From an optimization exercise on the open Yosys and OpenROAD flow, aimed at small area and few clock cycles per item; shortcuts taken in it are not production practice.
Function was checked by simulation only, so behaviour that the tests miss may differ from the original.
Power figures rest on the tool's default switching activity, not on a simulated workload.

### config.mk
export PLATFORM = sky130hd
export DESIGN_NAME = lidar_frame_decoder_top
export DESIGN_NICKNAME = lidar_frame_decoder_top
export VERILOG_FILES = /design/flow/design.v
export SDC_FILE = /design/flow/constraint.sdc
export NUM_CORES = 4
export LEC_CHECK = 0
export CAP_MARGIN = 20
export CORE_MARGIN = 2
export CORE_UTILIZATION = 40
export SLEW_MARGIN = 20
### constraint.sdc
create_clock -name core_clock -period 8.0 [get_ports {clk}]
set_input_delay 1.6000 -clock core_clock [delete_from_list [all_inputs] [get_ports {clk}]]
set_output_delay 1.6000 -clock core_clock [all_outputs]
set_load 0.01 [all_outputs]
### design.v
`timescale 1ns / 1ps
package lfd_pkg;
    localparam int SENSOR_COUNT = 3;
    localparam int SENSOR_W     = 2;
    localparam int FRAME_BYTES  = 9;
    localparam int POS_W        = 4;
    localparam int SLOT_W       = 3;
    localparam int SENS_W       = 143;
    localparam logic [1:0] OP_BYTE = 2'd0;
    localparam logic [1:0] OP_READ = 2'd1;
    localparam logic [1:0] OP_INFO = 2'd2;
    localparam logic [1:0] EV_NONE = 2'd0;
    localparam logic [1:0] EV_DATA = 2'd1;
    localparam logic [1:0] EV_RESP = 2'd2;
    localparam logic [1:0] EV_REJ  = 2'd3;
    localparam logic [7:0]  HDR_DATA   = 8'h59;
    localparam logic [7:0]  HDR_RESP   = 8'h5A;
    localparam logic [15:0] STR_SAT    = 16'hFFFF;
    localparam logic [31:0] BAUD_DEF   = 32'd115200;
    localparam logic [15:0] RATE_DEF   = 16'd100;
    localparam logic [15:0] THRESH_DEF = 16'd100;
    localparam logic [16:0] DIST_WEAK  = 17'h1FFFF;
    localparam logic [16:0] DIST_NONE  = 17'h1FFFE;
    typedef struct packed {
        logic [1:0] opcode;
        logic [1:0] sensor;
        logic [7:0] data_byte;
    } req_t;
    typedef struct packed {
        logic        error;
        logic [1:0]  frame_event;
        logic [16:0] distance;
        logic [15:0] strength;
        logic [15:0] temperature;
        logic [23:0] version;
        logic [15:0] frame_rate;
        logic [31:0] baud_rate;
        logic [1:0]  output_format;
        logic [7:0]  response_count;
    } rsp_t;
    typedef struct packed {
        logic [POS_W-1:0] pos;
        logic [7:0]       sum;
        logic [15:0]      range_cm;
        logic             stale;
        logic [15:0]      str;
        logic [15:0]      temp;
        logic [23:0]      ver;
        logic [15:0]      rate;
        logic [31:0]      baud;
        logic [1:0]       fmt;
        logic [7:0]       cnt;
    } sens_t;
    typedef logic [FRAME_BYTES-2:0][7:0] frame_t;
endpackage
`timescale 1ns / 1ps
module lfd_classify (
    input  lfd_pkg::sens_t  cur,
    input  logic [lfd_pkg::FRAME_BYTES-2:0][7:0] fb,
    input  logic [7:0]      last_byte,
    output lfd_pkg::sens_t  upd,
    output logic [1:0]      ev
);
    logic [7:0] s5, s6, s7, s8;
    function automatic logic pat(input logic [lfd_pkg::FRAME_BYTES-2:0][7:0] b, input logic [7:0] p1, input logic [7:0] p2,
                                 input logic [7:0] p3, input logic [7:0] p4);
        pat = b[1] == p1 && b[2] == p2 && b[3] == p3 && b[4] == p4;
    endfunction
    always_comb
    begin
        s5 = fb[0] + fb[1] + fb[2] + fb[3] + fb[4];
        s6 = s5 + fb[5];
        s7 = s6 + fb[6];
        s8 = cur.sum;
        upd = cur;
        ev = lfd_pkg::EV_REJ;
        if (fb[0] == lfd_pkg::HDR_DATA)
        begin
            if (fb[1] == lfd_pkg::HDR_DATA && s8 == last_byte)
            begin
                upd.range_cm = {fb[3], fb[2]};
                upd.str = {fb[5], fb[4]};
                upd.temp = {fb[7], fb[6]};
                upd.stale = 1'b0;
                ev = lfd_pkg::EV_DATA;
            end
        end
        else if (fb[0] == lfd_pkg::HDR_RESP)
        begin
            ev = lfd_pkg::EV_RESP;
            if (fb[1] == 8'h07 && fb[2] == 8'h01)
            begin
                if (s6 != fb[6]) ev = lfd_pkg::EV_REJ;
                else upd.ver = {fb[5], fb[4], fb[3]};
            end
            else if (fb[1] == 8'h06 && fb[2] == 8'h03)
            begin
                if (s5 != fb[5]) ev = lfd_pkg::EV_REJ;
                else upd.rate = {fb[4], fb[3]};
            end
            else if (fb[1] == 8'h08 && fb[2] == 8'h06)
            begin
                if (s7 != fb[7]) ev = lfd_pkg::EV_REJ;
                else upd.baud = {fb[6], fb[5], fb[4], fb[3]};
            end
            else if (pat(fb, 8'h05, 8'h05, 8'h01, 8'h65)) upd.fmt = 2'd1;
            else if (pat(fb, 8'h05, 8'h05, 8'h02, 8'h66)) upd.fmt = 2'd2;
            else if (pat(fb, 8'h05, 8'h05, 8'h03, 8'h67)) upd.fmt = 2'd3;
            else if (pat(fb, 8'h05, 8'h10, 8'h00, 8'h6E))
            begin
                upd.baud = lfd_pkg::BAUD_DEF;
                upd.rate = lfd_pkg::RATE_DEF;
                upd.fmt = 2'd1;
            end
            else if (pat(fb, 8'h05, 8'h02, 8'h00, 8'h60) || pat(fb, 8'h05, 8'h02, 8'h01, 8'h61) ||
                     pat(fb, 8'h05, 8'h07, 8'h00, 8'h66) || pat(fb, 8'h05, 8'h07, 8'h01, 8'h67) ||
                     pat(fb, 8'h05, 8'h10, 8'h01, 8'h6F) || pat(fb, 8'h05, 8'h22, 8'h00, 8'h6F) ||
                     pat(fb, 8'h05, 8'h22, 8'h01, 8'h70))
            begin
                upd.ver = cur.ver;
            end
            else ev = lfd_pkg::EV_REJ;
            if (ev == lfd_pkg::EV_RESP) upd.cnt = cur.cnt + 8'd1;
        end
    end
endmodule
`timescale 1ns / 1ps
module lidar_frame_decoder_top (
    input  logic clk,
    input  logic rst_n,
    input  logic cfg_we,
    input  logic [15:0] cfg_wdata,
    input  logic        in_valid,
    output logic        in_ready,
    input  logic [1:0]  in_opcode,
    input  logic [1:0]  in_sensor,
    input  logic [7:0]  in_data,
    output logic        out_valid,
    input  logic        out_ready,
    output logic        out_error,
    output logic [1:0]  out_frame_event,
    output logic [16:0] out_distance,
    output logic [15:0] out_strength,
    output logic [15:0] out_temperature,
    output logic [23:0] out_version,
    output logic [15:0] out_frame_rate,
    output logic [31:0] out_baud_rate,
    output logic [1:0]  out_output_format,
    output logic [7:0]  out_response_count
);
    lfd_pkg::req_t in_payload;
    assign in_payload = {in_opcode, in_sensor, in_data};
    localparam int SLOTS = lfd_pkg::SENSOR_COUNT * (lfd_pkg::FRAME_BYTES - 1);
    logic [lfd_pkg::SENS_W-1:0] sens_mem [lfd_pkg::SENSOR_COUNT];
    logic [lfd_pkg::SENSOR_COUNT-1:0] init_reg;
    logic [7:0] fb_mem [SLOTS];
    logic [15:0] thresh_reg;
    logic s1_valid_reg, s1_ok_reg;
    lfd_pkg::req_t s1_req_reg;
    lfd_pkg::sens_t rd_reg, cur, upd, nxt;
    logic [lfd_pkg::FRAME_BYTES-2:0][7:0] fb_reg;
    logic [1:0] ev;
    lfd_pkg::rsp_t res, out_reg;
    logic out_valid_reg;
    logic stall, accept, in_ok;
    logic s1_adv, sens_we, fb_we, same_sensor;
    logic [lfd_pkg::POS_W-1:0] pos;
    lfd_pkg::sens_t dflt;
    always_comb
    begin
        dflt = '0;
        dflt.stale = 1'b1;
        dflt.rate = lfd_pkg::RATE_DEF;
        dflt.baud = lfd_pkg::BAUD_DEF;
    end
    assign stall = out_valid_reg && !out_ready && s1_valid_reg;
    assign in_ready = !stall;
    assign accept = in_valid && in_ready;
    assign in_ok = {30'd0, in_payload.sensor} < lfd_pkg::SENSOR_COUNT;
    assign s1_adv = s1_valid_reg && !stall;
    assign sens_we = s1_adv && s1_ok_reg;
    assign fb_we = sens_we && s1_req_reg.opcode == lfd_pkg::OP_BYTE && pos < lfd_pkg::POS_W'(lfd_pkg::FRAME_BYTES - 1);
    assign same_sensor = s1_req_reg.sensor == in_payload.sensor;
    always_ff @(posedge clk or negedge rst_n)
    begin
        if (!rst_n)
            thresh_reg <= lfd_pkg::THRESH_DEF;
        else if (cfg_we)
            thresh_reg <= cfg_wdata;
    end
    always_ff @(posedge clk)
    begin
        if (accept && in_ok)
        begin
            if (sens_we && same_sensor)
                rd_reg <= nxt;
            else
                rd_reg <= sens_mem[in_payload.sensor];
            for (int i = 0; i < lfd_pkg::FRAME_BYTES - 1; i++)
            begin
                if (fb_we && same_sensor && pos[lfd_pkg::SLOT_W-1:0] == lfd_pkg::SLOT_W'(i))
                    fb_reg[i] <= s1_req_reg.data_byte;
                else
                    fb_reg[i] <= fb_mem[{in_payload.sensor, lfd_pkg::SLOT_W'(i)}];
            end
        end
        if (sens_we)
            sens_mem[s1_req_reg.sensor] <= nxt;
        if (fb_we)
            fb_mem[{s1_req_reg.sensor, pos[lfd_pkg::SLOT_W-1:0]}] <= s1_req_reg.data_byte;
        if (accept)
            s1_req_reg <= in_payload;
    end
    always_ff @(posedge clk or negedge rst_n)
    begin
        if (!rst_n)
        begin
            s1_valid_reg <= 1'b0;
            s1_ok_reg <= 1'b0;
            init_reg <= '0;
            out_valid_reg <= 1'b0;
        end
        else
        begin
            if (!stall)
            begin
                s1_valid_reg <= accept;
                s1_ok_reg <= in_ok;
            end
            if (sens_we)
                init_reg[s1_req_reg.sensor] <= 1'b1;
            if (s1_adv)
                out_valid_reg <= 1'b1;
            else if (out_ready)
                out_valid_reg <= 1'b0;
        end
    end
    always_comb
    begin
        if (!init_reg[s1_req_reg.sensor])
            cur = dflt;
        else
            cur = rd_reg;
        pos = (cur.pos >= lfd_pkg::POS_W'(lfd_pkg::FRAME_BYTES)) ? '0 : cur.pos;
    end
    always_ff @(posedge clk)
    begin
        if (s1_adv)
            out_reg <= res;
    end
    lfd_classify u_classify (
        .cur(cur), .fb(fb_reg), .last_byte(s1_req_reg.data_byte), .upd(upd), .ev(ev)
    );
    always_comb
    begin
        nxt = cur;
        res = '0;
        if (!s1_ok_reg)
            res.error = 1'b1;
        else
        begin
            unique case (s1_req_reg.opcode)
                lfd_pkg::OP_BYTE:
                begin
                    if (pos == lfd_pkg::POS_W'(lfd_pkg::FRAME_BYTES - 1))
                    begin
                        nxt = upd;
                        nxt.pos = '0;
                        res.frame_event = ev;
                    end
                    else
                    begin
                        nxt.pos = pos + lfd_pkg::POS_W'(1);
                        nxt.sum = (pos == '0) ? s1_req_reg.data_byte
                                              : cur.sum + s1_req_reg.data_byte;
                    end
                end
                lfd_pkg::OP_READ:
                begin
                    if (cur.stale)
                        res.distance = lfd_pkg::DIST_NONE;
                    else if (cur.str >= thresh_reg && cur.str != lfd_pkg::STR_SAT)
                    begin
                        res.distance = {1'b0, cur.range_cm};
                        res.strength = cur.str;
                        res.temperature = cur.temp;
                    end
                    else
                        res.distance = lfd_pkg::DIST_WEAK;
                    nxt.stale = 1'b1;
                end
                lfd_pkg::OP_INFO:
                begin
                    res.version = cur.ver;
                    res.frame_rate = cur.rate;
                    res.baud_rate = cur.baud;
                    res.output_format = cur.fmt;
                    res.response_count = cur.cnt;
                    nxt.cnt = '0;
                end
                default: nxt = cur;
            endcase
        end
    end
    assign out_valid = out_valid_reg;
    assign out_error = out_reg.error;
    assign out_frame_event = out_reg.frame_event;
    assign out_distance = out_reg.distance;
    assign out_strength = out_reg.strength;
    assign out_temperature = out_reg.temperature;
    assign out_version = out_reg.version;
    assign out_frame_rate = out_reg.frame_rate;
    assign out_baud_rate = out_reg.baud_rate;
    assign out_output_format = out_reg.output_format;
    assign out_response_count = out_reg.response_count;
endmodule
### run.sh
#!/bin/bash
# synth_recipe.tcl (not shown) runs the flow's synth.tcl, then flattens the netlist and writes it again
# the make line also repeats each setting of config.mk as NAME=value (left out here)
make -C /OpenROAD-flow-scripts/flow DESIGN_CONFIG=/design/flow/config.mk WORK_HOME=/design/flow/orfs CLKGATE_MAP_FILE= SYNTH_SCRIPT=/design/flow/synth_recipe.tcl finish
==> run notes <==
Main synth FF type=edfxtp_1; Reg clk slew, reported paths=~0.060 ns; cts hold-fix bufs=0; Pint=9.669 mW; Critical Path Source Type=flop; die area=109500 sq um; WS Path Type=reg -> reg; Initial DRC Count=2591; clk root buf=clkbuf_16; Cell Area, Synth=~43000 sq um; most frequent cells in the layout=edfxtp_1, nand2_1, o21ai_0; via count=25380; Async SR Flop Fraction=2.209%; Period Utilization, post-route=83.82%; Setup TNS=0 ns; die width=330.9 um; RSZ-0062 raised after global routing=false; sequential power share=47.6%; CTS tree=yes; I/O Buffers=168; H-Tree Level Count=3; pwr dens=262.2 nW/um^2; register area share after synthesis=between 60% and 70%; DR pass1 iterations=5; Slew HR=20.97%; Max stage delay on crit path=0.59 ns; status=no timing/DRC/antenna violations; Min-Delay Path Class=reg -> reg; post-cts resize count=0; die height=about 330 um; final WL=106.1 mm; first-pass GRT wire length=157.1 mm; Routed Antenna Nets=0; # IOs=169; DRC=0; clk latency of the worst-skew pair=0.69 ns; Switching Share=25.52%; Tot GR Track Use=19.22%; crit-path max FO=28; critical path required time=8.44 ns; yosys warns=2; Rows=119; global placement routability congestion=0.8650; Syn Inst Count=3127; crit path time final=~6.7 ns; total CTS buffers=106; WL per Instance=~22 um; leading area contributor after synthesis=edfxtp_1; Final Hold Fails=0; Max-Cap Viols=0; setup violators final=0; syn avg cell area=13.67 sq um; Pleak=18.03 nW; Core Region=105600 sq um; leading cell type in the layout, fill and taps excluded=edfxtp_1; fillers=a little over 9000; Syn Nets=3233; maximum VDD drop=0.1732 mV; Syn-to-layout area delta=15.84%; Comb pwr share=15.1%; PnR Total Power=12.98 mW; fmax=0.1491 GHz; Starting Density=40.48%; Via density=5.322; Post-synth EDFFs=~970; Fin Clk Skew=0.02990 ns; Max Slew Vio Count=0; clock share of power=37.3%; Final Net Count=3395; CP Cell Sequence=fa_1 > fa_1 > inv_1 > fa_1 > inv_1 > ha_1 > inv_1 > fa_1 > inv_1 > ha_1 > a21o_1 > a21oi_1 > o21bai_1 > a21oi_1 > xnor2_1 > ha_1 > xor2_1 > xnor2_1 > nor4_1 > nand3_2 > a22o_1 > buf_4 > a22o_1 > a21o_1; layout cells sized above 1=9.473%; share of the synthesized area in the top cell type=between 60 and 70%; vias in the first global route=24540; worst slew pin tran=1.186 ns; max FFs per register=429; Overflow after GRT=0; largest net degree at the start of global routing=220; setup repair bufs after CTS=0; CP max stage cell=nor4_1; dpl hpwl=64.92 mm; P_sw=3.312 mW; Crit. End Element=flop; most area-consuming cells after synthesis=edfxtp_1, mux2i_1, nand2_1; CTS sink cnt=about 1000; synthesized flop and latch total=roughly 1000; hold slack=between 0.4 and 0.5 ns; CP arrival=around 7.1 ns; Synth cell types=between 70 and 80; antenna violations before repair=2; Ant. Diodes=0; Max clock buf depth=3
power by group through the flow:
stage               Combinational (mW)  Sequential [mW]  Clock [mW]
finish                            1.96             6.17        4.85
global route                      2.19             6.19        5.13
CTS                               1.97             6.17        4.94
detailed placement                1.96             6.28           0
global placement                  1.95             6.28           0
floorplan                         1.39             6.27           0
routing by layer:
| metal | share of wire, % | GRT usage, % | up-vias |
|---|---|---|---|
| li1 | - | - | 11860 |
| met5 | 0.012 | 0 | - |
| met2 | 47 | 30.55 | 798 |
| met1 | 44 | 26.64 | 12550 |
| met4 | 3.2 | 6.866 | 2 |
| met3 | 6.1 | 3.306 | 171 |
final cells by class:
type	instances	area, sq um	share of cell area [%]
Clock buffer	141	2875	5.808
Multi-Input combinational cell	1872	12000	24.24
Sequential cell	996	29800	60.20
Clock inverter	56	585.6	1.183
Tap cell	1391	1740	3.515
Inverter	90	337.8	0.6824
Timing Repair Buffer	223	2167	4.377
path summary, 6_finish.rpt:
kind                            cells past startpoint        endpoint  slack [ns]        start
worst max-delay path                               24      rd_reg[35]        1.29   fb_reg[17]
worst min-delay path                                1     init_reg[0]        0.48  init_reg[0]
worst max register to register                     24      rd_reg[35]        1.29   fb_reg[17]
worst min register to register                      1     init_reg[0]        0.48  init_reg[0]
max in group asynchronous                           2   thresh_reg[2]        6.34        rst_n
min in group asynchronous                           2  thresh_reg[10]        1.33        rst_n
logic make-up (layout without fill, tap and decap cells):
family | after synthesis | in the layout | synth area share (%)
compound gates | 558 | 558 | 7.568
xor+xnor | 48 | 48 | 1.066
fa+ha+maj | 73 | 73 | 2.541
buf+inv | 259 | 510 | 2.415
flops | 996 | 996 | 69.73
mux | 318 | 318 | 7.679
simple gates | 875 | 875 | 8.997
critical path, delay by kind of cell, from the launching register on:
kind / cells / cell delay (ns)
compound gates: 7 / 1.45
xor+xnor: 3 / 0.45
fa+ha+maj: 7 / 2.68
buf+inv: 5 / 0.45
flops: 1 / 0.48
simple gates: 2 / 0.92
through the flow:
stage | instances | setup slack, ns | cell area (sq um) | util (%)
finish | 4769 | 1.295 | 49510 | 46.90
detailed placement | 4572 | 1.304 | 46030 | 43.61
global placement | 4572 | 1.348 | 46030 | 43.61
CTS | 4769 | 1.314 | 49490 | 46.88
floorplan | 3127 | 0.8080 | 42770 | -
global route | 4769 | 0.9655 | 49510 | 46.90
cell usage after synthesis, types with 4 or more instances:
library cell	n
edfxtp_1	974
nand2_1	385
nor2_1	263
o21ai_0	263
mux2i_1	239
a21oi_1	144
clkbuf_1	131
inv_1	90
and3_1	81
mux2_2	78
ha_1	50
a21o_1	42
a22o_1	42
xnor2_1	33
nor3_1	31
buf_1	24
nand3_1	24
fa_1	23
o21a_1	20
dfrtp_1	19
nand4_1	15
and2_1	13
nor4_1	13
xor2_1	12
nand2b_1	9
o22ai_1	8
o21bai_1	7
o31ai_1	7
nor2b_1	6
buf_2	5
or2_2	5
a211oi_1	4
a31oi_1	4
buf_6	4
nand3b_1	4
nor3b_1	4
or3_1	4
Testbench counts, summed over its fixed seeds: cycles 19,248, items 19,232.

[re-timing with driven ports]
How much do the figures lean on ideal ports? The routed layout below was timed once more, with nothing changed but the port constraints. Step 1 (the two cells are an assumption about what drives the block):
set clk [get_ports {clk}]
set_driving_cell -lib_cell sky130_fd_sc_hd__clkbuf_16 $clk
set_driving_cell -lib_cell sky130_fd_sc_hd__buf_2 [delete_from_list [all_inputs] $clk]
Step 2 also shifts input and output timing later by t, the mid clock arrival at the registers, as if the neighbouring blocks saw the same clock. a / b / c = ideal / step 1 / step 2; a / b = the first two.
t (ns): 0.746
setup slack, ns: 1.295 / 1.295 / 1.295
worst setup path after step 2: register to register
worst register clock-pin slew, ns: 0.06 / 0.06
After both steps setup and hold are still met in this run. The setup slack of this run moves by 0.000 ns with the drivers and by 0.000 ns with both steps.
